Source: an optimization exercise on an open RTL-to-GDS flow (aim: small area and a short achievable clock period). Production flows keep margins and buffers that such runs may drop.
Function was not checked in any run shown here: the RTL went through the layout flow alone.
Power and IR drop assume default switching activity.

==> design.v <==
`default_nettype none
package mem_pkg;
  localparam int XLEN   = 64;
  localparam int STRB_W = XLEN / 8;
endpackage
`default_nettype wire
`timescale 1ns/1ps
`default_nettype none
module pmp_checker (
  input  logic [63:0] addr,
  input  logic        is_write,
  input  logic [7:0]  pmpcfg0,
  input  logic [63:0] pmpaddr0,
  input  logic [1:0]  priv_mode,
  output logic        access_fault
);
  logic hi8_zero, hi10_zero;
  logic tor_lt, na4_eq, napot_eq;
  logic match, perm_ok;
  assign hi8_zero  = ~|addr[63:56];
  assign hi10_zero = hi8_zero & ~|addr[55:54];
  assign tor_lt    = addr[55:2] < pmpaddr0[53:0];
  assign na4_eq    = addr[55:2] == pmpaddr0[53:0];
  assign napot_eq  = addr[53:12] == pmpaddr0[53:12];
  always_comb begin
    case (pmpcfg0[4:3])
      2'd1:    match = hi8_zero & tor_lt;
      2'd2:    match = hi8_zero & na4_eq;
      2'd3:    match = hi10_zero & napot_eq;
      default: match = 1'b0;
    endcase
  end
  assign perm_ok      = is_write ? pmpcfg0[1] : pmpcfg0[0];
  assign access_fault = match ? !perm_ok : (priv_mode != 2'd3);
endmodule
`default_nettype wire
`timescale 1ns/1ps
`default_nettype none
module lane_align (
  input  logic [2:0]  offset,
  input  logic [1:0]  size,
  input  logic        unsigned_load,
  input  logic [63:0] rdata,
  output logic [63:0] load_value
);
  logic [63:0] shifted;
  logic        sign;
  assign shifted = rdata >> {offset, 3'b000};
  always_comb begin
    case (size)
      2'd0:    sign = shifted[7];
      2'd1:    sign = shifted[15];
      default: sign = shifted[31];
    endcase
    sign = sign & !unsigned_load;
    case (size)
      2'd0:    load_value = {{56{sign}}, shifted[7:0]};
      2'd1:    load_value = {{48{sign}}, shifted[15:0]};
      2'd2:    load_value = {{32{sign}}, shifted[31:0]};
      default: load_value = shifted;
    endcase
  end
endmodule
`default_nettype wire
`timescale 1ns/1ps
`default_nettype none
module amo_alu (
  input  logic [3:0]  op,
  input  logic [31:0] a,
  input  logic [31:0] b,
  output logic [31:0] amo_new
);
  logic        sub;
  logic [32:0] sum;
  logic        lt_u, lt_s, pick_a;
  assign sub  = op[3] | (op[2] & (op[1] | op[0]));    
  assign sum  = {1'b0, a} + {1'b0, b ^ {32{sub}}} + {32'b0, sub};
  assign lt_u = !sum[32];
  assign lt_s = (a[31] ^ b[31]) ? a[31] : sum[31];
  always_comb begin
    case (op)
      4'd5:    pick_a = lt_s;
      4'd6:    pick_a = !lt_s;
      4'd7:    pick_a = lt_u;
      4'd8:    pick_a = !lt_u;
      default: pick_a = 1'b1;
    endcase
    case (op)
      4'd0:    amo_new = b;
      4'd1:    amo_new = sum[31:0];
      4'd2:    amo_new = a ^ b;
      4'd3:    amo_new = a & b;
      4'd4:    amo_new = a | b;
      default: amo_new = pick_a ? a : b;
    endcase
  end
endmodule
`default_nettype wire
`timescale 1ns/1ps
`default_nettype none
module mem_stage (
  input  logic        clk,
  input  logic        reset,
  input  logic        start,
  input  logic        is_load,
  input  logic        is_store,
  input  logic        is_amo,
  input  logic        unsigned_load,
  input  logic [1:0]  size,
  input  logic [3:0]  amo_op,
  input  logic [63:0] addr,
  input  logic [63:0] wdata,
  input  logic [63:0] pmpaddr0,
  input  logic [7:0]  pmpcfg0,
  input  logic [1:0]  priv_mode,
  output logic        done,
  output logic        fault,
  output logic [63:0] result,
  output logic        dbus_valid,
  output logic [63:0] dbus_addr,
  output logic [63:0] dbus_wdata,
  output logic [7:0]  dbus_strobe,
  output logic [1:0]  dbus_size,
  input  logic        dbus_data_ok,
  input  logic [63:0] dbus_rdata
);
  logic        valid_q;     
  logic        done_q;
  logic        fault_q;
  logic        wr_q;        
  logic        amo_q;
  logic        ra_q;        
  logic        uns_q;
  logic [1:0]  size_q;
  logic [3:0]  op_q;
  logic [63:0] addr_q;
  logic [63:0] data_q;
  logic        idle, accept, is_mem, access_fault, last, cap;
  logic [1:0]  size_in;
  logic [63:0] store_data;
  logic [63:0] load_value;
  logic [31:0] amo_new;
  logic [7:0]  size_mask;
  assign idle    = !valid_q && !done_q;
  assign accept  = start && idle;
  assign is_mem  = is_load || is_store || is_amo;
  assign size_in = is_amo ? 2'd2 : size;
  assign last    = !amo_q || wr_q;
  assign cap     = valid_q && dbus_data_ok && !wr_q;    
  pmp_checker u_pmp (
    .addr         (addr),
    .is_write     (is_store || is_amo),
    .pmpcfg0      (pmpcfg0),
    .pmpaddr0     (pmpaddr0),
    .priv_mode    (priv_mode),
    .access_fault (access_fault)
  );
  always_ff @(posedge clk or posedge reset) begin
    if (reset) begin
      valid_q <= 1'b0;
      done_q  <= 1'b0;
      fault_q <= 1'b0;
    end else begin
      valid_q <= accept ? (is_mem && !access_fault)
                        : (valid_q && !(dbus_data_ok && last));
      done_q  <= accept ? (!is_mem || access_fault)
                        : (valid_q && dbus_data_ok && last);
      fault_q <= accept && is_mem && access_fault;
    end
  end
  always_comb begin
    case (size_in)
      2'd0:    store_data = {8{wdata[7:0]}};
      2'd1:    store_data = {4{wdata[15:0]}};
      2'd2:    store_data = {2{wdata[31:0]}};
      default: store_data = wdata;
    endcase
  end
  lane_align u_lane (
    .offset        (addr_q[2:0]),
    .size          (size_q),
    .unsigned_load (uns_q),
    .rdata         (dbus_rdata),
    .load_value    (load_value)
  );
  always_ff @(posedge clk) begin
    if (accept) begin
      wr_q   <= 1'b0;
      amo_q  <= is_amo;
      ra_q   <= !is_amo && (is_store || !is_load);
      uns_q  <= !is_amo && unsigned_load;
      size_q <= size_in;
      op_q   <= amo_op;
      addr_q <= addr;
    end else if (cap && amo_q) begin
      wr_q   <= 1'b1;
    end
    if (accept) data_q[31:0] <= store_data[31:0];
    else if (cap) data_q[31:0] <= load_value[31:0];
    if (accept) data_q[63:32] <= store_data[63:32];
    else if (cap && !amo_q) data_q[63:32] <= load_value[63:32];
  end
  amo_alu u_amo (
    .op      (op_q),
    .a       (data_q[31:0]),
    .b       (data_q[63:32]),
    .amo_new (amo_new)
  );
  assign done        = done_q;
  assign fault       = fault_q;
  assign dbus_valid  = valid_q;
  assign dbus_addr   = addr_q;
  assign dbus_size   = size_q;
  always_comb begin
    case (size_q)
      2'd0:    size_mask = 8'h01;
      2'd1:    size_mask = 8'h03;
      2'd2:    size_mask = 8'h0f;
      default: size_mask = 8'hff;
    endcase
  end
  assign dbus_strobe = (ra_q || wr_q) ? size_mask << addr_q[2:0] : 8'd0;
  assign dbus_wdata  = wr_q ? {2{amo_new}} : data_q;
  assign result      = (ra_q || fault_q) ? addr_q
                     : {amo_q ? {32{data_q[31]}} : data_q[63:32], data_q[31:0]};
endmodule
`default_nettype wire
==> run.sh <==
#!/bin/bash
# synth_recipe.tcl (not shown) runs the flow's synth.tcl, then flattens the netlist and writes it again
# the make line also repeats each setting of config.mk as NAME=value (left out here)
make -C /OpenROAD-flow-scripts/flow DESIGN_CONFIG=/design/flow/config.mk WORK_HOME=/design/flow/orfs CLKGATE_MAP_FILE= SYNTH_SCRIPT=/design/flow/synth_recipe.tcl finish
==> config.mk <==
export PLATFORM = sky130hd
export DESIGN_NAME = mem_stage
export DESIGN_NICKNAME = mem_stage
export VERILOG_FILES = /design/flow/design.v
export SDC_FILE = /design/flow/constraint.sdc
export NUM_CORES = 4
export LEC_CHECK = 0
export CAP_MARGIN = 20
export CORE_MARGIN = 2
export CORE_UTILIZATION = 40
export PLACE_DENSITY = 0.6
export SLEW_MARGIN = 20
==> constraint.sdc <==
create_clock -name core_clock -period 8.0 [get_ports {clk}]
set_input_delay 1.6000 -clock core_clock [delete_from_list [all_inputs] [get_ports {clk}]]
set_output_delay 1.6000 -clock core_clock [all_outputs]
set_load 0.01 [all_outputs]
==> results.cfg, run 1 <==
[hold_path]
min_path_cells = 1
hp-start = valid_q$_DFF_PP0_
worstHoldEndpoint = valid_q$_DFF_PP0_
hold_path_class = flop to flop

[floorplan]
die_y_um = 201.2
rows = 72
io_pins = 485
initial_utilization = 0.4035
dieWidth_um = 201.2
dieArea_sq_mm = 0.04049
coreArea_sq_mm = 0.03856

[place]
gp_congestion = 0.9692
dp_hpwl_um = 60850
dp_slack_ns = 0.6234
place_inst = 2792
port-buffer-count = 470

[outcome]
status = finished clean

[synthesis]
synth_cell_types = 79
ys.flop_type = edfxtp_1
ys_ff_latch = 141
yosys_warnings = 4
synth_area_sq_mm = 0.01556
async_reset_ff_frac = 0.02128
ys_seq_area_frac = 0.2705
synthesis.nets = 2312
synth-edff-count = 137
synthCells = 1878
avgSynthCellArea_sq_um = 8.284

[finish]
drive_gt1_frac = 0.07689
layout.nets = 2736
area_delta_synth_final_pct = 38.80
final_cells = 2837

[route]
postRouteAntennaNets = 0
dr.pass1.iters = 6
wl_per_cell_um = 26.91
initialDrtViolationCount = 1771
vias = 17120
routed_wl_um = 76350
route.detailed.drc = 0
routed_via_density = 6.034

[power_and_ir_drop]
power.density_mw_per_mm2 = 365.5
p_seq_frac = 0.214
power_frac_comb = 0.678
peakVddDrop_v = 0.0002094
swShare = 0.4965
p_int_mw = 3.973
p_leak_nw = 8.602
switchingPower_mw = 3.919
pwr-share-clk = 0.107

[timing]
finalSetupViolations = 0
finalClockSkew_ns = 0.01815
clock.fmax_ghz = 0.1333
finalCriticalPeriod_ns = 7.501
tightest_slew_ns = 1.057
rsz0062_at_grt = false
timing.final.ws_setup_ns = 0.4987
final_max_slew_viol_count = 0
fin_hold_ws_ns = 0.6639
finalHoldViolCount = 0
period_share = 0.9377
setup_tns_ns = 0
slew_headroom = 0.2918

[setup_path]
reg2regPathDepth = 10
cp-end-kind = output pin
crit_path_start_kind = flop
crit_type = flop to output pin
crit_fanout = 35
reg2reg_slack_ns = 4.33
r2r-start = addr_q[0]$_DFFE_PP_
critPathArrivalTime_ns = 5.90
cp.required_ns = 6.40
r2r-end = data_q[29]$_DFFE_PP_

[clock_tree]
clk_latency_ns = 0.45
clk_path_buf_depth = 2
clock-sinks = 141
h-tree-depth = 4
cts_tree = built
cts-root-buf = clkbuf_16
clk_pin_slew_ns = 0.07
numCtsBuffers = 17

[grt]
antenna_found_initial = 7
grt_usage = 0.3665
grt_pass1_wl_um = 110200
grt_max_degree = 89
grt_pass1_vias = 16780
grt-ovfl-total = 0

[job]
cap_violations = 0
Yosys cell counts (19+ instances only):
master / number / area share
nand4_1: 25 / 0.010
nor2_1: 148 / 0.036
clkbuf_1: 86 / 0.021
inv_1: 132 / 0.032
buf_1: 19 / 0.0046
a21o_1: 30 / 0.014
mux2i_1: 67 / 0.043
ha_1: 153 / 0.12
xnor2_1: 70 / 0.039
o21ai_0: 93 / 0.030
mux2_2: 54 / 0.039
edfxtp_1: 137 / 0.26
xor2_1: 25 / 0.014
nand3_1: 26 / 0.0084
a21oi_1: 216 / 0.069
a22oi_1: 54 / 0.026
o22ai_1: 20 / 0.0080
a221o_1: 23 / 0.015
nand2_1: 204 / 0.049
a31oi_1: 19 / 0.0076
metal layers:
metal,vias up,GRT usage,wire length (um)
met2,914,0.6222,36530
met1,8236,0.4528,29980
met3,167,0.07272,6444
met4,0,0.1568,3399
li1,7801,-,-
met5,-,0,0
sequential cells by signal (all words and copies together) (netlist names):
signal / count
op_q: 4
done_q: 1
ra_q: 1
data_q: 64
wr_q: 1
uns_q: 1
amo_q: 1
size_q: 2
valid_q: 1
addr_q: 64
fault_q: 1
cells by family after synthesis:
kind of cell,count (synthesis),share of synthesized area
xor+xnor,95,0.05348
simple gates,511,0.1484
buf+inv,250,0.06209
fa+ha+maj,154,0.1243
mux,122,0.08364
flops,141,0.2705
compound gates,605,0.2575
power by group through the flow:
stage	Combinational, mW	Sequential [mW]	Clock (mW)
floorplan	3.04	1.40	0
global placement	5.21	1.67	0
detailed placement	5.26	1.68	0
CTS	5.29	1.66	0.853
global route	5.75	1.70	0.878
finish	5.35	1.69	0.847
cells in the final DEF (no fill, tap or decap), drive strengths merged, types with 30 or more instances in the layout:
master | netlist | routed
nand2 | 204 | 204
a21oi | 217 | 217
mux2i | 67 | 67
ha | 153 | 153
edfxtp | 137 | 137
a22oi | 54 | 54
inv | 132 | 141
xnor2 | 70 | 70
nor2 | 148 | 148
clkdlybuf4s50 | 0 | 470
a21o | 30 | 30
o21ai | 97 | 97
buf | 29 | 50
mux2 | 54 | 54
worst max path at each step:
stage,depth (start not counted),end,from
after global placement,17,dbus_wdata[55],op_q[0]$_DFFE_PP_
after detailed placement,17,dbus_wdata[60],op_q[0]$_DFFE_PP_
final,17,dbus_wdata[45],op_q[0]$_DFFE_PP_
after floorplan,17,dbus_wdata[55],op_q[1]$_DFFE_PP_
after global routing,18,dbus_wdata[60],op_q[0]$_DFFE_PP_
after CTS,17,dbus_wdata[60],op_q[0]$_DFFE_PP_
final cells by class:
class / instances / area [sq um]
Clock buffer: 18 / 429.2
Tap cell: 518 / 648.1
Sequential cell: 141 / 4209
Clock inverter: 14 / 175.2
Antenna cell: 4 / 10.01
Inverter: 135 / 509.2
Fill cell: 3660 / 16960
Multi-Input combinational cell: 1487 / 10460
Timing Repair Buffer: 520 / 5152
per-stage QoR:
| stage | power, mW | cell area, sq um | utilization |
|---|---|---|---|
| 2_1_floorplan | 4.439 | 15560 | - |
| 3_3_place_gp | 6.882 | 20900 | 0.5419 |
| 3_5_place_dp | 6.935 | 20900 | 0.5419 |
| 4_1_cts | 7.804 | 21500 | 0.5576 |
| 5_1_grt | 8.330 | 21590 | 0.5600 |
| 6_report | 7.892 | 21590 | 0.5600 |
worst max-delay path: stages (launching register included):
cell	delay (ns)
edfxtp_1	0.53
o21a_1	0.28
nor2_4	0.13
buf_12	0.16
buf_4	0.16
xnor2_1	0.07
ha_1	0.40
a21oi_2	0.29
o21ai_0	0.16
a2111oi_2	0.55
nor2_1	0.16
a221o_1	0.34
or4b_4	0.54
a311oi_4	0.43
buf_12	0.25
nor2_1	0.06
a311oi_1	0.28
clkdlybuf4s50_1	0.61
what timing repair did:
item,4_1_cts,5_1_grt
setup endpoints to repair,0,24
buffers inserted,0,8
gates resized for setup,0,0
hold buffers,0,0
==> inputs of run 2 (changes only) <==
--- a/config.mk
+++ b/config.mk
@@ -6,4 +6,5 @@
 export NUM_CORES = 4
 export LEC_CHECK = 0
+export ABC_CLOCK_PERIOD_IN_PS = 3000
 export CAP_MARGIN = 20
 export CORE_MARGIN = 2
==> results.cfg, run 2 <==
[outcome]
status = finished clean

[floorplan]
initial_utilization = 0.4035
dieWidth_um = 201.2
io_pins = 485
dieArea_sq_mm = 0.04049
coreArea_sq_mm = 0.03856
rows = 72
die_y_um = 201.2

[synthesis]
synth-edff-count = 137
synthCells = 1878
async_reset_ff_frac = 0.02128
ys_ff_latch = 141
synth_area_leaders = edfxtp_1, ha_1, a21oi_1
synth_cell_types = 79
avgSynthCellArea_sq_um = 8.284
ys_seq_area_frac = 0.2705
synth_top_area_share = 0.2644
yosys_warnings = 4
yosys.area.top_type = edfxtp_1
synth_area_sq_mm = 0.01556
synth_common_cells = a21oi_1, nand2_1, ha_1
synthMostInstantiatedCell = a21oi_1
synthesis.nets = 2312
ys.flop_type = edfxtp_1

[grt]
grt_pass1_vias = 16780
grt_usage = 0.3665
grt-ovfl-total = 0
antenna_found_initial = 7
grt_pass1_wl_um = 110200
grt_max_degree = 89

[timing]
setup_tns_ns = 0
period_share = 0.9377
rsz0062_at_grt = false
finalSetupViolations = 0
final_max_slew_viol_count = 0
finalHoldViolCount = 0
finalClockSkew_ns = 0.01815
clock.fmax_ghz = 0.1333
finalCriticalPeriod_ns = 7.501
slew_headroom = 0.2918
tightest_slew_ns = 1.057

[route]
postRouteAntennaNets = 0
dr.pass1.iters = 6
wl_per_cell_um = 26.91
routed_via_density = 6.034
route.detailed.drc = 0
vias = 17120
routed_wl_um = 76350
initialDrtViolationCount = 1771

[setup_path]
cp-end-kind = output pin
worstPathCellList = o21a_1, nor2_4, buf_12, buf_4, xnor2_1, ha_1, a21oi_2, o21ai_0, a2111oi_2, nor2_1, a221o_1, or4b_4, a311oi_4, buf_12, nor2_1, a311oi_1, clkdlybuf4s50_1
max_stage_delay_ns = 0.61
cp.required_ns = 6.40
crit_type = flop to output pin
crit_path_start_kind = flop
critPathArrivalTime_ns = 5.90
crit_fanout = 35
critPathTopFamily = compound AO/OA/AOI/OAI gates
crit_buf_inv = 4
cpMaxStageDelayCell = clkdlybuf4s50_1

[clock_tree]
cts_tree = built
clock-sinks = 141
clk_path_buf_depth = 2
clk_pin_slew_ns = 0.07
h-tree-depth = 4
cts_setup_buffers = 0
cts-root-buf = clkbuf_16
clk_latency_ns = 0.45
ctsResizeCount = 0
numCtsBuffers = 17
ctsHoldBuffers = 0

[power_and_ir_drop]
swShare = 0.4965
power_frac_comb = 0.678
p_int_mw = 3.973
p_seq_frac = 0.214
switchingPower_mw = 3.919
p_leak_nw = 8.602
pwr-share-clk = 0.107
power.density_mw_per_mm2 = 365.5
peakVddDrop_v = 0.0002094

[job]
cap_violations = 0

[place]
dp_hpwl_um = 60850
port-buffer-count = 470
gp_congestion = 0.9692

[finish]
final_cell_mix = clkdlybuf4s50_1, a21oi_1, nand2_1
final.fill_count = 3660
layout.nets = 2736
reg.largest.list = addr_q x64, data_q x64, op_q x4
utilization = 0.5600
area_delta_synth_final_pct = 38.80
final_common_cell = clkdlybuf4s50_1
drive_gt1_frac = 0.07689

[hold_path]
hold_path_class = flop to flop
==> run 2: cell counts after synthesis <==
Identical to the previous run, type by type.
==> run 2: worst paths after layout <==
path / start / endpoint / slack, ns / depth (start not counted)
min in group asynchronous: reset / fault_q$_DFF_PP0_ / 1.33 / 2
min reg2reg: valid_q$_DFF_PP0_ / valid_q$_DFF_PP0_ / 0.66 / 1
min: valid_q$_DFF_PP0_ / valid_q$_DFF_PP0_ / 0.66 / 1
max reg2reg: addr_q[0]$_DFFE_PP_ / data_q[29]$_DFFE_PP_ / 4.33 / 10
max: op_q[0]$_DFFE_PP_ / dbus_wdata[45] / 0.50 / 17
max in group asynchronous: reset / valid_q$_DFF_PP0_ / 6.52 / 2
==> run 2: per-stage QoR <==
stage | hold WS, ns | setup slack, ns | total power, mW | cells | area, sq um
after floorplan | 0.6267 | 1.788 | 4.439 | 1878 | 15560
after global placement | 0.6057 | 0.6405 | 6.882 | 2792 | 20900
after detailed placement | 0.6326 | 0.6234 | 6.935 | 2792 | 20900
after CTS | 0.6566 | 0.1224 | 7.804 | 2824 | 21500
after global routing | 0.6982 | 0.2413 | 8.330 | 2836 | 21590
final | 0.6639 | 0.4987 | 7.892 | 2837 | 21590
==> run 2: logic make-up (layout without fill, tap and decap cells) <==
logic type      Yosys count  in the layout  share of synthesized area
compound gates          605            605                     0.2575
buf+inv                 250            687                    0.06209
flops                   141            141                     0.2705
mux                     122            122                    0.08364
xor+xnor                 95             95                    0.05348
simple gates            511            511                     0.1484
other cells               0              4                          0
fa+ha+maj               154            154                     0.1243
==> run 2: worst register-to-register path, cell delays in order, from the launching register on <==
cell and delay (ns):
edfxtp_1 0.35, buf_4 0.74, nor2b_1 0.41, nand2_1 0.15, o21ai_0 0.11, mux2_2 0.30
a21oi_1 0.14, o21ai_0 0.08, nand2b_1 0.13, o21a_1 0.64, a22oi_1 0.31
==> run 2: routing by layer <==
metal	wire length, um	share of wire	vias to the layer above	track usage
li1	-	-	7801	-
met1	29980	0.39	8236	0.4528
met2	36530	0.48	914	0.6222
met3	6444	0.084	167	0.07272
met4	3399	0.045	0	0.1568
met5	0	0	-	0
==> run 2: power groups by stage <==
stage / clock network, mW / logic (mW) / registers (mW)
after detailed placement: 0 / 5.26 / 1.68
after global routing: 0.878 / 5.75 / 1.70
after CTS: 0.853 / 5.29 / 1.66
after global placement: 0 / 5.21 / 1.67
final: 0.847 / 5.35 / 1.69
after floorplan: 0 / 3.04 / 1.40
==> run 2: layout make-up <==
cell class | count | area [sq um] | share of cell area
multi-input cells | 1487 | 10460 | 0.4844
repair buffers | 520 | 5152 | 0.2386
flip-flops and latches | 141 | 4209 | 0.1949
well taps | 518 | 648.1 | 0.03002
inverters | 135 | 509.2 | 0.02358
clock buffers | 18 | 429.2 | 0.01987
clock inverters | 14 | 175.2 | 0.008112
diodes | 4 | 10.01 | 0.0004636
==> inputs of run 3 (changes only) <==
==> flow/run.sh (new file) <==
#!/bin/bash
# The standard layout (standard.sh: the ORFS synthesis and flow, unchanged) with one
# difference: the port buffers that global placement inserts are buf_1 cells instead of the
# cell buffer_ports picks by itself (a slow clkdlybuf4s50_1).
set -euo pipefail
export BUFFER_PORTS_ARGS="-buffer_cell sky130_fd_sc_hd__buf_1"
bash standard.sh > make_finish.log 2>&1
==> standard.sh (new file) <==
#!/bin/bash
# synth_recipe.tcl (not shown) runs the flow's synth.tcl, then flattens the netlist and writes it again
# the make line also repeats each setting of config.mk as NAME=value (left out here)
make -C /OpenROAD-flow-scripts/flow DESIGN_CONFIG=/design/flow/config.mk WORK_HOME=/design/flow/orfs CLKGATE_MAP_FILE= SYNTH_SCRIPT=/design/flow/synth_recipe.tcl "${@:-finish}"
removed: run.sh
==> results.cfg, run 3 <==
[route]
initialDrtViolationCount = 1966
route.detailed.drc = 0
routed_wl_um = 71800
wl_per_cell_um = 25.51
vias = 17070
routed_via_density = 6.064
postRouteAntennaNets = 0
dr.pass1.iters = 8

[clock_tree]
cts_setup_buffers = 0
numCtsBuffers = 17
clk_latency_ns = 0.44
ctsResizeCount = 0
clk_path_buf_depth = 2
h-tree-depth = 4
cts_tree = built
clk_pin_slew_ns = 0.06
ctsHoldBuffers = 0
cts-root-buf = clkbuf_16
clock-sinks = 141

[synthesis]
synthMostInstantiatedCell = a21oi_1
synth_area_sq_mm = 0.01556
synth_area_leaders = edfxtp_1, ha_1, a21oi_1
ys.flop_type = edfxtp_1
synth_common_cells = a21oi_1, nand2_1, ha_1
yosys_warnings = 4
synthCells = 1878
async_reset_ff_frac = 0.02128
ys_seq_area_frac = 0.2705
yosys.area.top_type = edfxtp_1
avgSynthCellArea_sq_um = 8.284
synthesis.nets = 2312
synth_cell_types = 79
synth_top_area_share = 0.2644
ys_ff_latch = 141
synth-edff-count = 137

[setup_path]
cp-startpoint = op_q[1]$_DFFE_PP_
reg2regPathDepth = 10
reg2reg_slack_ns = 4.40
critPathTopFamily = compound AO/OA/AOI/OAI gates
cpMaxStageDelayCell = nor4b_1
r2r-start = addr_q[1]$_DFFE_PP_
r2r-end = data_q[55]$_DFFE_PP_
critPathArrivalTime_ns = 6.01
crit_path_start_kind = flop
worstPathCellList = o21a_1, nor2_4, buf_12, xnor2_1, ha_1, a21oi_1, nor2_1, a211oi_1, a2111o_1, a21oi_1, nor4b_1, a31o_2, nand2_1, o221ai_1, buf_1
crit_top_cell = a21oi_1
crit_fanout = 20
max_stage_delay_ns = 0.91
critical_path_depth = 15
cp.required_ns = 6.40
crit_buf_inv = 2
cp-end-kind = output pin
crit_type = flop to output pin

[timing]
setup_tns_ns = 0
timing.final.ws_setup_ns = 0.3915
clock.fmax_ghz = 0.1314
rsz0062_at_grt = false
fin_hold_ws_ns = 0.6340
tightest_slew_ns = 1.191
final_max_slew_viol_count = 0
period_share = 0.9511
finalSetupViolations = 0
slew_headroom = 0.1997
finalCriticalPeriod_ns = 7.609
finalHoldViolCount = 0
finalClockSkew_ns = 0.008142

[finish]
design_area_sq_mm = 0.01836
area_delta_synth_final_pct = 17.99
reg.largest.list = addr_q x64, data_q x64, op_q x4
final_cells = 2814
drive_gt1_frac = 0.06678
final_common_cell = buf_1
layout.nets = 2712
final_cell_mix = buf_1, a21oi_1, nand2_1
utilization = 0.4761

[grt]
antenna_found_initial = 7
grt-ovfl-total = 0
grt_max_degree = 93
grt_pass1_vias = 16280
grt_pass1_wl_um = 104800
grt_usage = 0.3446

[floorplan]
dieWidth_um = 201.2
coreArea_sq_mm = 0.03856
dieArea_sq_mm = 0.04049
initial_utilization = 0.4035
rows = 72
io_pins = 485
die_y_um = 201.2

[hold_path]
worstHoldEndpoint = valid_q$_DFF_PP0_
hold_path_class = flop to flop
hp-start = valid_q$_DFF_PP0_
min_path_cells = 1

[job]
cap_violations = 0

[place]
place_inst = 2777
dp_slack_ns = 0.9793
placed_area_sq_mm = 0.01779
gp_congestion = 0.9983
port-buffer-count = 470
dp_hpwl_um = 57250

[power_and_ir_drop]
p_leak_nw = 7.146
power.density_mw_per_mm2 = 382.3
finalPower_mw = 7.018
peakVddDrop_v = 0.0002083

[outcome]
status = finished clean
[run 3: cell counts after synthesis]
No cell type changed its count.
[run 3: logic make-up (layout without fill, tap and decap cells)]
logic type                 Yosys count  count (layout)  share of synthesized area
AOI/OAI and AO/OA                  605             605                     0.2575
and+or+nand+nor                    511             511                     0.1484
buffers and inverters              250             663                    0.06209
adders and majority gates          154             154                     0.1243
DFF                                141             141                     0.2705
muxes                              122             122                    0.08364
xor gates and xnor gates            95              95                    0.05348
other                                0               5                          0
[run 3: how the worst max path moves through the flow]
stage                     end  slack, ns
3_3_place_gp   dbus_wdata[16]       1.07
3_5_place_dp    dbus_wdata[6]       0.98
6_report       dbus_wdata[16]       0.39
4_1_cts         dbus_wdata[6]       0.47
2_1_floorplan  dbus_wdata[55]       1.79
5_1_grt        dbus_wdata[16]       0.04
[run 3: layout make-up]
type	instances	area, sq um
Multi-Input combinational cell	1487	10470
Timing Repair Buffer	496	1972
Tap cell	518	648.1
Clock buffer	20	446.7
Sequential cell	141	4209
Antenna cell	5	12.51
Clock inverter	12	91.34
Inverter	135	509.2
Fill cell	3893	20200
[run 3: where the power goes]
part           leakage [nW]  internal [mW]  switching (mW)
logic                  5.55           1.63            2.95
registers              1.34           1.15           0.538
clock network         0.252          0.407           0.341
total                  7.15           3.19            3.83
[run 3: per-layer routing]
layer | global-route usage | part of all wire | vias up
met5 | 0 | 0.00017 | -
met4 | 0.1360 | 0.040 | 2
met3 | 0.06155 | 0.088 | 161
met2 | 0.5683 | 0.47 | 942
met1 | 0.4481 | 0.40 | 8189
li1 | - | - | 7771
==> inputs of run 4 (changes only) <==
--- a/design.v
+++ b/design.v
@@ -7,4 +7,31 @@
 `timescale 1ns/1ps
 `default_nettype none
+module cmp_tree #(
+  parameter int N = 32
+) (
+  input  logic [N-1:0] a,
+  input  logic [N-1:0] b,
+  output logic         lt,
+  output logic         eq
+);
+  localparam int M = 1 << $clog2(N);
+  function automatic logic [1:0] fold(input logic [N-1:0] x, input logic [N-1:0] y);
+    logic [M-1:0] l, e;
+    l = '0;
+    e = '1;
+    for (int i = 0; i < N; i++) begin
+      l[i] = !x[i] && y[i];
+      e[i] = !(x[i] ^ y[i]);
+    end
+    for (int w = M / 2; w >= 1; w = w / 2) begin
+      for (int j = 0; j < w; j++) begin
+        l[j] = l[2*j+1] || (e[2*j+1] && l[2*j]);
+        e[j] = e[2*j+1] && e[2*j];
+      end
+    end
+    fold = {l[0], e[0]};
+  endfunction
+  assign {lt, eq} = fold(a, b);
+endmodule
 module pmp_checker (
   input  logic [63:0] addr,
@@ -20,7 +47,11 @@
   assign hi8_zero  = ~|addr[63:56];
   assign hi10_zero = hi8_zero & ~|addr[55:54];
-  assign tor_lt    = addr[55:2] < pmpaddr0[53:0];
-  assign na4_eq    = addr[55:2] == pmpaddr0[53:0];
   assign napot_eq  = addr[53:12] == pmpaddr0[53:12];
+  cmp_tree #(.N(54)) u_cmp (
+    .a  (addr[55:2]),
+    .b  (pmpaddr0[53:0]),
+    .lt (tor_lt),
+    .eq (na4_eq)
+  );
   always_comb begin
     case (pmpcfg0[4:3])
@@ -71,11 +102,33 @@
   output logic [31:0] amo_new
 );
-  logic        sub;
-  logic [32:0] sum;
-  logic        lt_u, lt_s, pick_a;
-  assign sub  = op[3] | (op[2] & (op[1] | op[0]));    
-  assign sum  = {1'b0, a} + {1'b0, b ^ {32{sub}}} + {32'b0, sub};
-  assign lt_u = !sum[32];
-  assign lt_s = (a[31] ^ b[31]) ? a[31] : sum[31];
+  logic [31:0] p, g, sum;
+  logic [31:0] gg;    
+  logic        lt31, eq31, lt_u, lt_s, pick_a;
+  assign p = a ^ b;
+  assign g = a & b;
+  function automatic logic [31:0] prefix_g(input logic [31:0] gi, input logic [31:0] pi);
+    logic [31:0] gx, px;
+    gx = gi;
+    px = pi;
+    for (int k = 0; k < 5; k++) begin
+      for (int i = 0; i < 32; i++) begin
+        if (i & (1 << k)) begin
+          gx[i] = gx[i] | (px[i] & gx[((i >> k) << k) - 1]);
+          px[i] = px[i] & px[((i >> k) << k) - 1];
+        end
+      end
+    end
+    prefix_g = gx;
+  endfunction
+  assign gg = prefix_g(g, p);
+  assign sum = p ^ {gg[30:0], 1'b0};
+  cmp_tree #(.N(31)) u_cmp (
+    .a  (a[30:0]),
+    .b  (b[30:0]),
+    .lt (lt31),
+    .eq (eq31)
+  );
+  assign lt_u = (a[31] ^ b[31]) ? b[31] : lt31;
+  assign lt_s = (a[31] ^ b[31]) ? a[31] : lt31;
   always_comb begin
     case (op)
@@ -88,8 +141,8 @@
     case (op)
       4'd0:    amo_new = b;
-      4'd1:    amo_new = sum[31:0];
-      4'd2:    amo_new = a ^ b;
-      4'd3:    amo_new = a & b;
-      4'd4:    amo_new = a | b;
+      4'd1:    amo_new = sum;
+      4'd2:    amo_new = p;
+      4'd3:    amo_new = g;
+      4'd4:    amo_new = p | g;
       default: amo_new = pick_a ? a : b;
     endcase
@@ -199,9 +252,9 @@
     else if (cap) data_q[31:0] <= load_value[31:0];
     if (accept) data_q[63:32] <= store_data[63:32];
-    else if (cap && !amo_q) data_q[63:32] <= load_value[63:32];
+    else if (cap) data_q[63:32] <= amo_q ? amo_new : load_value[63:32];
   end
   amo_alu u_amo (
     .op      (op_q),
-    .a       (data_q[31:0]),
+    .a       (load_value[31:0]),
     .b       (data_q[63:32]),
     .amo_new (amo_new)
@@ -221,5 +274,5 @@
   end
   assign dbus_strobe = (ra_q || wr_q) ? size_mask << addr_q[2:0] : 8'd0;
-  assign dbus_wdata  = wr_q ? {2{amo_new}} : data_q;
+  assign dbus_wdata  = {data_q[63:32], wr_q ? data_q[63:32] : data_q[31:0]};
   assign result      = (ra_q || fault_q) ? addr_q
                      : {amo_q ? {32{data_q[31]}} : data_q[63:32], data_q[31:0]};
--- a/config.mk
+++ b/config.mk
@@ -6,8 +6,8 @@
 export NUM_CORES = 4
 export LEC_CHECK = 0
-export ABC_CLOCK_PERIOD_IN_PS = 3000
 export CAP_MARGIN = 20
 export CORE_MARGIN = 2
 export CORE_UTILIZATION = 40
 export PLACE_DENSITY = 0.6
+export SETUP_SLACK_MARGIN = 4.5
 export SLEW_MARGIN = 20
==> results.cfg, run 4 <==
[hold_path]
hp-start = valid_q$_DFF_PP0_
min_path_cells = 2
hold_path_class = flop to flop

[setup_path]
cp.required_ns = 8.18
r2r-start = addr_q[1]$_DFFE_PP_
cpMaxStageDelayCell = mux4_2
critical_path_depth = 19
reg2regPathDepth = 20
critPathArrivalTime_ns = 5.68
crit_type = input port to flop
worstPathCellList = buf_1, mux2i_2, mux4_2, o32ai_4, buf_4, a21o_4, inv_4, ha_4, or4_4, nor4_4, o211ai_1, a2bb2oi_2, a21oi_2, o22ai_2, mux2i_1, o211ai_1, buf_4, buf_12, buf_16
cp-startpoint = dbus_rdata[15]
critPathTopFamily = compound AO/OA/AOI/OAI gates
crit_path_start_kind = input port
crit_buf_inv = 6
crit_fanout = 7
max_stage_delay_ns = 0.57
cp-end-kind = flop

[route]
route.detailed.drc = 0
vias = 17120
postRouteAntennaNets = 0
dr.pass1.iters = 5
routed_wl_um = 78010
initialDrtViolationCount = 1691
routed_via_density = 6.157
wl_per_cell_um = 28.05

[synthesis]
synthMuxAreaShare = 0.1295
async_reset_ff_frac = 0.02128
synthMostInstantiatedCell = a21oi_1
ys.flop_type = edfxtp_1
ys_seq_area_frac = 0.2737
synthSimpleGateAreaFrac = 0.1162
yosys_warnings = 6
synth_compound_area_frac = 0.2369
synth_area_sq_mm = 0.01538
synthesis.nets = 2211
synth_common_cells = a21oi_1, ha_1, inv_1
synth_xor_xnor_area_share = 0.02962
synth_top_area_share = 0.2675
yosys.area.top_type = edfxtp_1
avgSynthCellArea_sq_um = 8.668
synth_area_leaders = edfxtp_1, ha_1, a21oi_1
synth_cell_types = 87
synthCells = 1774
synth_top_family_by_area = compound AO/OA/AOI/OAI gates
ys_ff_latch = 141
synth_adder_area_share = 0.1302
synth-edff-count = 137

[grt]
grt_max_degree = 76
grt-ovfl-total = 0
antenna_found_initial = 1
grt_pass1_vias = 15790
grt_pass1_wl_um = 106100
grt_usage = 0.3722

[finish]
drive_gt1_frac = 0.2362
layout.nets = 2693
final_cell_mix = buf_1, a21oi_1, inv_1, edfxtp_1, nand2_1
multi_input_area_sq_mm = 0.01100
final-seq-area_sq_mm = 0.004214
final_common_cell = buf_1
area_delta_synth_final_pct = 35.44
final_cells = 2781
utilization = 0.5516
reg.largest.list = addr_q x64, data_q x64, op_q x4
final.fill_count = 3613

[timing]
finalSetupViolations = 0
finalCriticalPeriod_ns = 5.498
rsz0062_at_grt = true
tightest_slew_ns = 1.007
finalHoldViolCount = 0
setup_tns_ns = 0
period_share = 0.6872
final_max_slew_viol_count = 0
clock.fmax_ghz = 0.1819
slew_headroom = 0.3290
finalClockSkew_ns = 0.01370

[floorplan]
coreArea_sq_mm = 0.03776
initial_utilization = 0.4073
rows = 71
dieArea_sq_mm = 0.04003
io_pins = 485
die_y_um = 200.1
dieWidth_um = 200.1

[clock_tree]
clk_pin_slew_ns = 0.06
clk_path_buf_depth = 2
cts_tree = built
ctsHoldBuffers = 0
cts-root-buf = clkbuf_16
h-tree-depth = 4
numCtsBuffers = 17
clock-sinks = 141
clk_latency_ns = 0.47

[power_and_ir_drop]
p_seq_frac = 0.209
p_leak_nw = 8.475
p_int_mw = 4.047
pwr-share-clk = 0.105
peakVddDrop_v = 0.0001841
finalPower_mw = 8.010
switchingPower_mw = 3.962
swShare = 0.4947
power_frac_comb = 0.686
power.density_mw_per_mm2 = 384.6

[job]
cap_violations = 0

[outcome]
status = finished clean

[place]
gp_congestion = 1.009
place_inst = 2643
dp_hpwl_um = 57660
port-buffer-count = 470
==> run 4: path summary, 6_finish.rpt <==
path                       slack, ns                    to
hold / removal                  0.63      done_q$_DFF_PP0_
setup / recovery                2.50  data_q[41]$_DFFE_PP_
setup reg to reg                2.80  data_q[41]$_DFFE_PP_
max in group asynchronous       6.87     fault_q$_DFF_PP0_
min in group asynchronous       0.98     valid_q$_DFF_PP0_
hold reg to reg                 0.63      done_q$_DFF_PP0_
==> run 4: what timing repair did <==
action                     in CTS  in global routing
resized for setup             232                183
setup endpoints to repair     245                130
cloned                         11                  8
buffers inserted               59                 27
pin swaps                      56                 43
==> run 4: power groups by stage <==
stage	Combinational, mW	Sequential, mW	Clock (mW)
floorplan	2.97	1.44	0
global placement	4.17	1.65	0
detailed placement	4.18	1.66	0
CTS	5.00	1.64	0.843
global route	5.84	1.69	0.868
finish	5.50	1.67	0.841
==> run 4: cell type report <==
cell class | instances | share of cell area
diodes | 1 | 0.0001201
clock buffers | 18 | 0.02061
clock inverters | 14 | 0.006969
inverters | 160 | 0.03046
multi-input cells | 1335 | 0.5283
flip-flops and latches | 141 | 0.2023
well taps | 511 | 0.03070
repair buffers | 601 | 0.1805
==> run 4: logic make-up after synthesis <==
group                    after synthesis
XOR/XNOR                              52
multiplexers                         166
buffers and inverters                299
flip-flops                           141
AND/OR/NAND/NOR                      396
adder cells (fa/ha/maj)              157
AO/OA/AOI/OAI                        563
==> run 4: stage by stage <==
step | instance area, sq um | hold slack [ns] | worst slack, ns
final | 20830 | 0.6305 | 2.502
after global placement | 17700 | 0.5943 | 1.337
after detailed placement | 17700 | 0.6150 | 1.226
after floorplan | 15820 | 0.6043 | 1.363
after CTS | 19910 | 0.6232 | 2.479
after global routing | 20830 | 0.6785 | 2.374
==> run 4: metal layers <==
metal	vias to the layer above	global-route usage	wire [um]
li1	7472	-	-
met1	8387	0.4705	30380
met2	1049	0.6053	36260
met3	215	0.07493	6990
met4	0	0.1874	4373
met5	-	0	0
==> run 4: worst reg2reg max path, delay by kind of cell (launching register included) <==
kind,cells,cell delay [ns]
adder cells (fa/ha/maj),1,0.21
flip-flops,1,0.45
multiplexers,3,0.89
buffers and inverters,7,1.05
AO/OA/AOI/OAI,7,1.50
AND/OR/NAND/NOR,2,0.81
==> inputs of run 5 (changes only) <==
--- a/config.mk
+++ b/config.mk
@@ -10,4 +10,4 @@
 export CORE_UTILIZATION = 40
 export PLACE_DENSITY = 0.6
-export SETUP_SLACK_MARGIN = 4.5
+export SETUP_SLACK_MARGIN = 3.5
 export SLEW_MARGIN = 20
==> results.cfg, run 5 <==
[outcome]
status = finished clean

[clock_tree]
clock-sinks = 141
clk_latency_ns = 0.46
cts_tree = built
numCtsBuffers = 17
h-tree-depth = 4
clk_pin_slew_ns = 0.06
clk_path_buf_depth = 2
cts-root-buf = clkbuf_16

[synthesis]
synth-edff-count = 137
synth_top_area_share = 0.2675
synth_common_cells = a21oi_1, ha_1, inv_1
ys.flop_type = edfxtp_1
synth_xor_xnor_area_share = 0.02962
yosys_warnings = 6
ys_seq_area_frac = 0.2737
ys_ff_latch = 141
synth_cell_types = 87
synthMostInstantiatedCell = a21oi_1
synth_adder_area_share = 0.1302
yosys.area.top_type = edfxtp_1
synthMuxAreaShare = 0.1295
avgSynthCellArea_sq_um = 8.668
synth_area_leaders = edfxtp_1, ha_1, a21oi_1
synthesis.nets = 2211
synthCells = 1774
synth_top_family_by_area = compound AO/OA/AOI/OAI gates
synth_compound_area_frac = 0.2369
synthSimpleGateAreaFrac = 0.1162
async_reset_ff_frac = 0.02128
synth_area_sq_mm = 0.01538

[setup_path]
reg2reg_slack_ns = 2.60
crit_fanout = 10
cp-end-kind = flop
critPathArrivalTime_ns = 5.65
cp.required_ns = 8.16
reg2regPathDepth = 19
r2r-start = addr_q[1]$_DFFE_PP_
r2r-end = data_q[45]$_DFFE_PP_
crit_type = input port to flop
crit_path_start_kind = input port

[timing]
slew_headroom = 0.2331
rsz0062_at_grt = true
finalHoldViolCount = 0
period_share = 0.6863
tightest_slew_ns = 1.150
fin_hold_ws_ns = 0.6312
clock.fmax_ghz = 0.1821
setup_tns_ns = 0
timing.final.ws_setup_ns = 2.509
finalCriticalPeriod_ns = 5.491
finalSetupViolations = 0
finalClockSkew_ns = 0.01582
final_max_slew_viol_count = 0

[grt]
grt_usage = 0.3585
grt-ovfl-total = 0
grt_pass1_vias = 15960
grt_pass1_wl_um = 103400
antenna_found_initial = 5
grt_max_degree = 76

[hold_path]
min_path_cells = 1
worstHoldEndpoint = valid_q$_DFF_PP0_
hold_path_class = flop to flop
hp-start = valid_q$_DFF_PP0_

[job]
cap_violations = 0

[route]
wl_per_cell_um = 26.79
routed_wl_um = 73610
vias = 16730
routed_via_density = 6.089
dr.pass1.iters = 6
postRouteAntennaNets = 0
route.detailed.drc = 0
initialDrtViolationCount = 1623

[place]
dp_slack_ns = 0.8292
dp_hpwl_um = 57180
gp_congestion = 0.9985
port-buffer-count = 470

[finish]
multi_input_area_sq_mm = 0.01071
final_cell_mix = buf_1, a21oi_1, inv_1
utilization = 0.5156
final_common_cell = buf_1
final-seq-area_sq_mm = 0.004210
reg.largest.list = addr_q x64, data_q x64, op_q x4
area_delta_synth_final_pct = 26.60
drive_gt1_frac = 0.1720
final.fill_count = 3649
layout.nets = 2656

[power_and_ir_drop]
p_leak_nw = 7.650
finalPower_mw = 7.542
power.density_mw_per_mm2 = 387.4
peakVddDrop_v = 0.0001922

[floorplan]
dieArea_sq_mm = 0.04003
rows = 71
io_pins = 485
die_y_um = 200.1
coreArea_sq_mm = 0.03776
dieWidth_um = 200.1
initial_utilization = 0.4073
-- run 5: worst max-delay path, stage by stage --
cell       delay [ns]
buf_1            0.09
mux2i_2          0.08
mux4_2           0.56
o32ai_4          0.38
buf_6            0.17
a21o_1           0.15
inv_1            0.11
ha_4             0.27
or4_4            0.45
nor4_4           0.27
o211ai_1         0.15
a2bb2oi_2        0.18
a21oi_2          0.27
o22ai_2          0.11
mux2i_1          0.13
o211ai_1         0.22
buf_4            0.20
buf_6            0.12
buf_12           0.13
-- run 5: layer usage --
layer	wire length, um	global-route usage
met5	0	0
met4	4250	0.1959
met3	6943	0.07241
met2	33660	0.5795
met1	28750	0.4500
-- run 5: layout make-up --
type,instances,area share
Multi-Input combinational cell,1336,0.5502
Timing Repair Buffer,563,0.1406
Antenna cell,5,0.0006427
Tap cell,511,0.03284
Clock inverter,14,0.006170
Inverter,160,0.03124
Sequential cell,141,0.2163
Clock buffer,18,0.02205
-- run 5: what timing repair did --
| action | 4_1_cts | 5_1_grt |
|---|---|---|
| cloned | 5 | 1 |
| pin swaps | 48 | 52 |
| hold buffers | 0 | 0 |
| hold endpoints to repair | 0 | 0 |
| resized for setup | 91 | 73 |
| buffers inserted | 46 | 18 |
| setup endpoints to repair | 87 | 73 |
-- run 5: cells by family (layout without fill, tap and decap cells) --
family / count (synthesis) / count (layout)
flip-flops: 141 / 141
other: 0 / 5
multiplexers: 166 / 166
AO/OA/AOI/OAI: 563 / 563
adder cells (fa/ha/maj): 157 / 157
XOR/XNOR: 52 / 52
buffers and inverters: 299 / 755
AND/OR/NAND/NOR: 396 / 398
-- run 5: metrics by stage --
step	cell area, sq um	std cells
2_1_floorplan	15680	1774
6_report	19470	2748
3_5_place_dp	17600	2641
3_3_place_gp	17600	2641
4_1_cts	18980	2724
5_1_grt	19470	2748
-- run 5: where the power goes --
part           internal (mW)  switching (mW)
clock network          0.428           0.370
logic                   2.06            3.02
registers               1.22           0.447
total                   3.71            3.84
-- run 5: worst max path at each step --
stage                                      end  cells after the start            from  slack, ns
after floorplan           data_q[32]$_DFFE_PP_                     16  dbus_rdata[63]       1.36
after global placement    data_q[39]$_DFFE_PP_                     16  dbus_rdata[63]       0.84
after detailed placement  data_q[42]$_DFFE_PP_                     16  dbus_rdata[63]       0.83
after CTS                 data_q[56]$_DFFE_PP_                     19  dbus_rdata[31]       2.56
after global routing      data_q[43]$_DFFE_PP_                     20   dbus_rdata[7]       2.38
final                     data_q[45]$_DFFE_PP_                     19  dbus_rdata[15]       2.51
==> inputs of run 6 (changes only) <==
--- a/design.v
+++ b/design.v
@@ -73,9 +73,20 @@
   input  logic        unsigned_load,
   input  logic [63:0] rdata,
+  output logic [63:0] shifted,
   output logic [63:0] load_value
 );
-  logic [63:0] shifted;
-  logic        sign;
-  assign shifted = rdata >> {offset, 3'b000};
+  logic [7:0] sel;
+  logic       sign;
+  always_comb begin
+    for (int k = 0; k < 8; k++) sel[k] = (offset == 3'(k));
+  end
+  always_comb begin
+    shifted = '0;
+    for (int j = 0; j < 8; j++) begin
+      for (int k = 0; j + k < 8; k++) begin
+        shifted[8*j +: 8] = shifted[8*j +: 8] | ({8{sel[k]}} & rdata[8*(j+k) +: 8]);
+      end
+    end
+  end
   always_comb begin
     case (size)
@@ -97,12 +108,12 @@
 `default_nettype none
 module amo_alu (
-  input  logic [3:0]  op,
   input  logic [31:0] a,
   input  logic [31:0] b,
-  output logic [31:0] amo_new
-);
-  logic [31:0] p, g, sum;
-  logic [31:0] gg;    
-  logic        lt31, eq31, lt_u, lt_s, pick_a;
+  output logic [31:0] sum,
+  output logic        lt_s,
+  output logic        lt_u
+);
+  logic [31:0] p, g, gg;
+  logic        lt31, eq31;
   assign p = a ^ b;
   assign g = a & b;
@@ -121,5 +132,5 @@
     prefix_g = gx;
   endfunction
-  assign gg = prefix_g(g, p);
+  assign gg  = prefix_g(g, p);
   assign sum = p ^ {gg[30:0], 1'b0};
   cmp_tree #(.N(31)) u_cmp (
@@ -131,21 +142,4 @@
   assign lt_u = (a[31] ^ b[31]) ? b[31] : lt31;
   assign lt_s = (a[31] ^ b[31]) ? a[31] : lt31;
-  always_comb begin
-    case (op)
-      4'd5:    pick_a = lt_s;
-      4'd6:    pick_a = !lt_s;
-      4'd7:    pick_a = lt_u;
-      4'd8:    pick_a = !lt_u;
-      default: pick_a = 1'b1;
-    endcase
-    case (op)
-      4'd0:    amo_new = b;
-      4'd1:    amo_new = sum;
-      4'd2:    amo_new = p;
-      4'd3:    amo_new = g;
-      4'd4:    amo_new = p | g;
-      default: amo_new = pick_a ? a : b;
-    endcase
-  end
 endmodule
 `default_nettype wire
@@ -178,4 +172,9 @@
   input  logic [63:0] dbus_rdata
 );
+  localparam logic [3:0] PASS_LO = 4'b1100;
+  localparam logic [3:0] PASS_HI = 4'b1010;
+  localparam logic [3:0] F_XOR   = 4'b0110;
+  localparam logic [3:0] F_AND   = 4'b1000;
+  localparam logic [3:0] F_OR    = 4'b1110;
   logic        valid_q;     
   logic        done_q;
@@ -189,9 +188,13 @@
   logic [63:0] addr_q;
   logic [63:0] data_q;
+  logic [3:0]  fn_lo_q, fn_hi_q;
   logic        idle, accept, is_mem, access_fault, last, cap;
   logic [1:0]  size_in;
   logic [63:0] store_data;
+  logic [63:0] shifted;
   logic [63:0] load_value;
-  logic [31:0] amo_new;
+  logic [31:0] sum;
+  logic        lt_s, lt_u;
+  logic [3:0]  fn_amo;
   logic [7:0]  size_mask;
   assign idle    = !valid_q && !done_q;
@@ -235,29 +238,55 @@
     .unsigned_load (uns_q),
     .rdata         (dbus_rdata),
+    .shifted       (shifted),
     .load_value    (load_value)
   );
+  amo_alu u_amo (
+    .a    (shifted[31:0]),
+    .b    (data_q[63:32]),
+    .sum  (sum),
+    .lt_s (lt_s),
+    .lt_u (lt_u)
+  );
+  always_comb begin
+    case (op_q)
+      4'd0, 4'd1: fn_amo = PASS_HI;    
+      4'd2:       fn_amo = F_XOR;
+      4'd3:       fn_amo = F_AND;
+      4'd4:       fn_amo = F_OR;
+      4'd5:       fn_amo = lt_s ? PASS_LO : PASS_HI;
+      4'd6:       fn_amo = lt_s ? PASS_HI : PASS_LO;
+      4'd7:       fn_amo = lt_u ? PASS_LO : PASS_HI;
+      4'd8:       fn_amo = lt_u ? PASS_HI : PASS_LO;
+      default:    fn_amo = PASS_LO;    
+    endcase
+  end
   always_ff @(posedge clk) begin
     if (accept) begin
-      wr_q   <= 1'b0;
-      amo_q  <= is_amo;
-      ra_q   <= !is_amo && (is_store || !is_load);
-      uns_q  <= !is_amo && unsigned_load;
-      size_q <= size_in;
-      op_q   <= amo_op;
-      addr_q <= addr;
+      wr_q    <= 1'b0;
+      amo_q   <= is_amo;
+      ra_q    <= !is_amo && (is_store || !is_load);
+      uns_q   <= !is_amo && unsigned_load;
+      size_q  <= size_in;
+      op_q    <= amo_op;
+      addr_q  <= addr;
+      fn_lo_q <= PASS_LO;
+      fn_hi_q <= PASS_HI;
     end else if (cap && amo_q) begin
-      wr_q   <= 1'b1;
+      wr_q    <= 1'b1;
+      fn_lo_q <= fn_amo;
+      fn_hi_q <= fn_amo;
     end
     if (accept) data_q[31:0] <= store_data[31:0];
     else if (cap) data_q[31:0] <= load_value[31:0];
     if (accept) data_q[63:32] <= store_data[63:32];
-    else if (cap) data_q[63:32] <= amo_q ? amo_new : load_value[63:32];
-  end
-  amo_alu u_amo (
-    .op      (op_q),
-    .a       (load_value[31:0]),
-    .b       (data_q[63:32]),
-    .amo_new (amo_new)
-  );
+    else if (cap && !amo_q) data_q[63:32] <= load_value[63:32];
+    else if (cap && op_q == 4'd1) data_q[63:32] <= sum;
+  end
+  always_comb begin
+    for (int i = 0; i < 32; i++) begin
+      dbus_wdata[i]    = fn_lo_q[{data_q[i], data_q[32+i]}];
+      dbus_wdata[32+i] = fn_hi_q[{data_q[i], data_q[32+i]}];
+    end
+  end
   assign done        = done_q;
   assign fault       = fault_q;
@@ -274,5 +303,4 @@
   end
   assign dbus_strobe = (ra_q || wr_q) ? size_mask << addr_q[2:0] : 8'd0;
-  assign dbus_wdata  = {data_q[63:32], wr_q ? data_q[63:32] : data_q[31:0]};
   assign result      = (ra_q || fault_q) ? addr_q
                      : {amo_q ? {32{data_q[31]}} : data_q[63:32], data_q[31:0]};
--- a/config.mk
+++ b/config.mk
@@ -10,4 +10,4 @@
 export CORE_UTILIZATION = 40
 export PLACE_DENSITY = 0.6
-export SETUP_SLACK_MARGIN = 3.5
+export SETUP_SLACK_MARGIN = 4
 export SLEW_MARGIN = 20
==> results.cfg, run 6 <==
[floorplan]
rows = 70
io_pins = 485
initial_utilization = 0.4044
dieArea_sq_mm = 0.03847
dieWidth_um = 196.1
coreArea_sq_mm = 0.03652
die_y_um = 196.1

[place]
place_inst = 2637
gp_congestion = 1.056
port-buffer-count = 470
dp_hpwl_um = 56460

[setup_path]
crit_buf_inv = 3
critPathTopFamily = compound AO/OA/AOI/OAI gates
reg2reg_slack_ns = 3.40
cp-end-kind = flop
worstPathCellList = buf_2, mux2_2, a21oi_2, o22ai_2, a31oi_4, ha_4, nor2_4, a221o_1, or3_4, buf_6, nor2_4, o31ai_4, buf_6, a2111oi_4, a211o_1, a31oi_1
cp.required_ns = 8.19
cpMaxStageDelayCell = or3_4
critical_path_depth = 16
reg2regPathDepth = 17
max_stage_delay_ns = 0.43
crit_type = input port to flop
r2r-start = addr_q[2]$_DFFE_PP_
crit_fanout = 5
crit_path_start_kind = input port
r2r-end = data_q[55]$_DFFE_PP_
critPathArrivalTime_ns = 4.87

[synthesis]
avgSynthCellArea_sq_um = 8.315
ys_ff_latch = 146
synth_area_sq_mm = 0.01477
ys_seq_area_frac = 0.2918
synthesis.nets = 2180
synth-edff-count = 137
synthCells = 1776
yosys_warnings = 6
async_reset_ff_frac = 0.02055
synth_common_cells = a21oi_1, nand2_1, edfxtp_1
synth_cell_types = 80
synth_top_area_share = 0.2786
synth_area_leaders = edfxtp_1, ha_1, a21oi_1
ys.flop_type = edfxtp_1
synthMostInstantiatedCell = a21oi_1
yosys.area.top_type = edfxtp_1

[timing]
finalClockSkew_ns = 0.01534
tightest_slew_ns = 0.9797
finalHoldViolCount = 0
final_max_slew_viol_count = 0
rsz0062_at_grt = true
setup_tns_ns = 0
slew_headroom = 0.3462
clock.fmax_ghz = 0.2136
finalCriticalPeriod_ns = 4.681
period_share = 0.5851
finalSetupViolations = 0

[clock_tree]
cts-root-buf = clkbuf_16
cts_tree = built
numCtsBuffers = 17
h-tree-depth = 4
clock-sinks = 146
clk_latency_ns = 0.45
ctsHoldBuffers = 0
clk_path_buf_depth = 2
clk_pin_slew_ns = 0.07

[finish]
reg.largest.list = addr_q x64, data_q x64, op_q x4
drive_gt1_frac = 0.1622
multi_input_area_sq_mm = 0.01061
final_cell_mix = buf_1, a21oi_1, nand2_1
final.fill_count = 3513
final_common_cell = buf_1
final_cells = 2747
area_delta_synth_final_pct = 31.14
final-seq-area_sq_mm = 0.004309
layout.nets = 2666

[grt]
grt_usage = 0.3606
grt_pass1_wl_um = 102000
antenna_found_initial = 4
grt-ovfl-total = 0
grt_max_degree = 87
grt_pass1_vias = 15600

[hold_path]
worstHoldEndpoint = valid_q$_DFF_PP0_
hold_path_class = flop to flop
min_path_cells = 1
hp-start = valid_q$_DFF_PP0_

[power_and_ir_drop]
power.density_mw_per_mm2 = 322.1
p_leak_nw = 7.464
peakVddDrop_v = 0.0002839

[route]
dr.pass1.iters = 6
initialDrtViolationCount = 1940
wl_per_cell_um = 26.12
vias = 16750
route.detailed.drc = 0
routed_via_density = 6.099
routed_wl_um = 71750
postRouteAntennaNets = 0

[job]
cap_violations = 0

[outcome]
status = finished clean
run 6: changes by cell type after synthesis, sizes merged, moves of 16 or more:
cell / delta
a21o: -21
a21oi: +25
a22o: +55
buf: -35
ha: -33
inv: -38
mux2: -39
mux2i: -16
nand2: +26
nor2b: +37
o21ai: +35
run 6: what timing repair did:
| action | CTS | global route |
|---|---|---|
| setup buffers | 47 | 26 |
| gates cloned | 0 | 1 |
| endpoints found under the setup margin | 96 | 51 |
| gates resized for setup | 168 | 89 |
| pin swaps | 41 | 62 |
run 6: per-stage QoR:
step	instance area [sq um]	hold WS, ns	util	setup slack (ns)	total power, mW
floorplan	14940	0.5246	-	3.321	3.516
global placement	17110	0.5584	0.4683	2.449	4.671
detailed placement	17110	0.5734	0.4683	2.417	4.712
CTS	18720	0.5895	0.5124	3.416	5.920
global route	19360	0.6327	0.5302	3.254	6.548
finish	19370	0.5910	0.5303	3.319	6.238
run 6: worst max-delay path by stage:
stage	startpoint	to	slack [ns]
finish	dbus_rdata[57]	data_q[55]$_DFFE_PP_	3.32
global route	dbus_rdata[22]	data_q[55]$_DFFE_PP_	3.25
CTS	dbus_rdata[41]	data_q[63]$_DFFE_PP_	3.42
detailed placement	dbus_rdata[48]	data_q[63]$_DFFE_PP_	2.42
global placement	dbus_rdata[48]	data_q[63]$_DFFE_PP_	2.45
floorplan	dbus_rdata[47]	data_q[63]$_DFFE_PP_	3.32
run 6: logic make-up (layout without fill, tap and decap cells):
| group | count (synthesis) | in the layout | share of synthesized area |
|---|---|---|---|
| AO/OA/AOI/OAI | 633 | 633 | 0.2704 |
| multiplexers | 102 | 102 | 0.08057 |
| adder cells (fa/ha/maj) | 124 | 124 | 0.1076 |
| other | 0 | 4 | 0 |
| buffers and inverters | 224 | 723 | 0.05812 |
| flip-flops | 146 | 146 | 0.2918 |
| AND/OR/NAND/NOR | 484 | 484 | 0.1542 |
| XOR/XNOR | 63 | 63 | 0.03736 |
run 6: layout make-up:
type	count	area share
timing repair inverter	1	0.0003876
multi-input combinational	1406	0.5478
inverter	122	0.02442
sequential	146	0.2225
antenna	4	0.0005169
clock inverter	12	0.008141
clock buffer	20	0.02255
tap	468	0.03024
timing repair buffer	568	0.1434
run 6: metal layers:
layer | vias to the layer above | routed length (um) | global-route usage
met5 | - | 0 | 0
met4 | 0 | 2695 | 0.1375
met3 | 138 | 6868 | 0.07237
met2 | 916 | 32640 | 0.5665
met1 | 8129 | 29540 | 0.4898
li1 | 7571 | - | -
run 6: power breakdown:
group / leakage, nW / switching (mW) / total (mW) / internal, mW
Combinational: 5.80 / 2.28 / 3.84 / 1.57
Clock: 0.281 / 0.373 / 0.866 / 0.493
Sequential: 1.39 / 0.365 / 1.53 / 1.16
Total: 7.46 / 3.01 / 6.24 / 3.22
==> inputs of run 7 (changes only) <==
--- a/config.mk
+++ b/config.mk
@@ -10,4 +10,4 @@
 export CORE_UTILIZATION = 40
 export PLACE_DENSITY = 0.6
-export SETUP_SLACK_MARGIN = 4
+export SETUP_SLACK_MARGIN = 0
 export SLEW_MARGIN = 20
==> results.cfg, run 7 <==
[finish]
utilization = 0.4806
final_common_cell = buf_1
reg.largest.list = addr_q x64, data_q x64, op_q x4
final_cell_mix = buf_1, a21oi_1, nand2_1
layout.nets = 2594
drive_gt1_frac = 0.06128
area_delta_synth_final_pct = 18.86

[floorplan]
io_pins = 485
initial_utilization = 0.4044
rows = 70
coreArea_sq_mm = 0.03652
dieArea_sq_mm = 0.03847
die_y_um = 196.1
dieWidth_um = 196.1

[job]
cap_violations = 0

[timing]
rsz0062_at_grt = false
finalClockSkew_ns = 0.01583
setup_tns_ns = 0
clock.fmax_ghz = 0.1670
slew_headroom = 0.2461
finalSetupViolations = 0
final_max_slew_viol_count = 0
fin_hold_ws_ns = 0.4797
finalHoldViolCount = 0
tightest_slew_ns = 1.130
timing.final.ws_setup_ns = 2.012
finalCriticalPeriod_ns = 5.988
period_share = 0.7485

[clock_tree]
ctsHoldBuffers = 0
cts_tree = built
clk_path_buf_depth = 2
clk_latency_ns = 0.46
numCtsBuffers = 17
cts-root-buf = clkbuf_16
clk_pin_slew_ns = 0.07
ctsResizeCount = 0
cts_setup_buffers = 0
clock-sinks = 146
h-tree-depth = 4

[power_and_ir_drop]
finalPower_mw = 5.523
p_leak_nw = 6.790
power.density_mw_per_mm2 = 314.6
peakVddDrop_v = 0.0002603

[route]
wl_met2_um = 32120
vias = 16430
wl_per_cell_um = 26.12
postRouteAntennaNets = 0
wl_met3_um = 6843
initialDrtViolationCount = 1927
route.detailed.drc = 0
top_layer = met5
routed_wl_um = 69850
met1Wirelength_um = 28860
dr.pass1.iters = 8
routed_via_density = 6.142

[grt]
grt_max_degree = 72
grt_usage = 0.3513
grt_pass1_wl_um = 99390
grt-ovfl-total = 0
antenna_found_initial = 3
grt_pass1_vias = 15100

[place]
dp_slack_ns = 1.732
dp_hpwl_um = 56490
gp_congestion = 1.007
port-buffer-count = 470

[setup_path]
critPathTopFamily = compound AO/OA/AOI/OAI gates
cp-end-kind = flop
max_stage_delay_ns = 0.91
crit_buf_inv = 4
worstPathCellList = buf_4, buf_4, and3_1, a31oi_1, o221ai_1, ha_1, inv_1, fa_1, nor2b_1, o211ai_1, a21oi_1, nor2_2, o31ai_1, inv_1, fa_1, a21oi_1, o21ai_0, o21ai_0
cp.required_ns = 8.18
critPathArrivalTime_ns = 6.17
crit_fanout = 52
crit_path_start_kind = flop
cpMaxStageDelayCell = o31ai_1
crit_type = flop to flop

[synthesis]
ys_seq_area_frac = 0.2918
async_reset_ff_frac = 0.02055
synthesis.nets = 2180
ys_ff_latch = 146
synth_common_cells = a21oi_1, nand2_1, edfxtp_1
synth_cell_types = 80
synth_area_leaders = edfxtp_1, ha_1, a21oi_1
yosys_warnings = 6
synth_top_area_share = 0.2786
synth-edff-count = 137
synth_area_sq_mm = 0.01477
ys.flop_type = edfxtp_1
synthCells = 1776
avgSynthCellArea_sq_um = 8.315
yosys.area.top_type = edfxtp_1
synthMostInstantiatedCell = a21oi_1

[hold_path]
hold_path_class = flop to flop

[outcome]
status = finished clean
[run 7: routing by layer]
metal	vias to the layer above	GRT usage
li1	7435	-
met3	120	0.07031
met1	7896	0.4779
met4	2	0.1013
met5	-	0
met2	972	0.5662
[run 7: kinds of logic after synthesis]
logic type | share of synthesized area
AOI/OAI and AO/OA | 0.2704
xor gates and xnor gates | 0.03736
buffers and inverters | 0.05812
muxes | 0.08057
and+or+nand+nor | 0.1542
DFF | 0.2918
adders and majority gates | 0.1076
[run 7: final timing paths]
check	start	to	slack, ns	depth (start not counted)
worst max-delay path	addr_q[0]$_DFFE_PP_	data_q[48]$_DFFE_PP_	2.01	18
worst min-delay path	fn_lo_q[2]$_SDFFE_PP1P_	fn_lo_q[2]$_SDFFE_PP1P_	0.48	2
worst max register to register	addr_q[0]$_DFFE_PP_	data_q[48]$_DFFE_PP_	2.01	18
worst min register to register	fn_lo_q[2]$_SDFFE_PP1P_	fn_lo_q[2]$_SDFFE_PP1P_	0.48	2
max in group asynchronous	reset	fault_q$_DFF_PP0_	6.87	2
min in group asynchronous	reset	done_q$_DFF_PP0_	0.98	2
[run 7: cell type report]
cell class | count | area (sq um)
clock buffers | 17 | 425.4
diodes | 3 | 7.507
multi-input cells | 1406 | 9635
clock inverters | 15 | 142.6
inverters | 122 | 460.4
flip-flops and latches | 146 | 4309
fillers | 3665 | 18970
repair buffers | 497 | 1987
well taps | 468 | 585.6
[run 7: worst reg2reg max path, stage by stage (launching register included)]
cell,delay (ns)
edfxtp_1,0.35
buf_4,0.51
buf_4,0.50
and3_1,0.23
a31oi_1,0.05
o221ai_1,0.56
ha_1,0.26
inv_1,0.05
fa_1,0.44
nor2b_1,0.17
o211ai_1,0.14
a21oi_1,0.41
nor2_2,0.13
o31ai_1,0.91
inv_1,0.16
fa_1,0.55
a21oi_1,0.06
o21ai_0,0.13
o21ai_0,0.10
[run 7: report_power, final]
part	total (mW)	switching (mW)	internal (mW)
combinational	3.20	2.03	1.17
sequential	1.51	0.348	1.16
clock	0.813	0.401	0.412
[run 7: through the flow]
stage,instance area (sq um),cells
floorplan,14770,1776
global placement,16950,2638
detailed placement,16950,2638
CTS,17520,2670
global route,17550,2673
finish,17550,2674

[what the ideal ports hide]
Ports are ideal in the flow. The routed layouts listed here were re-timed in OpenROAD.
Step 1 sets driving cells, clkbuf_16 on the clock port and buf_2 on the other inputs (assumed; they add their load-dependent delay and slew).
Step 2 also shifts input and output timing later by t, the mid clock arrival at the registers, as if the neighbouring blocks saw the same clock.
a / b / c = ideal / step 1 / step 2; a / b = the first two.
| run | shift t [ns] | setup WS [ns] | worst data-port slew with drivers (ns) | pins driven straight from the clock port |
|---|---|---|---|---|
| run 1 | 0.499 | 0.499 / 0.442 / 0.941 | 0.09 | 1 |
| run 2 | 0.499 | 0.499 / 0.442 / 0.941 | 0.09 | 1 |
| run 3 | 0.492 | 0.391 / 0.337 / 0.830 | 0.08 | 1 |
| run 4 | 0.517 | 2.502 / 2.517 / 2.000 | 0.11 | 1 |
| run 5 | 0.508 | 2.509 / 2.507 / 1.999 | 0.11 | 1 |
| run 6 | 0.498 | 3.319 / 3.333 / 2.834 | 0.09 | 1 |
| run 7 | 0.511 | 2.012 / 2.012 / 1.598 | 0.12 | 1 |
After both steps every run listed still meets setup and hold. For run 5, which loses most, drivers alone change the setup slack by -0.002 ns; drivers and shift together by -0.510 ns.
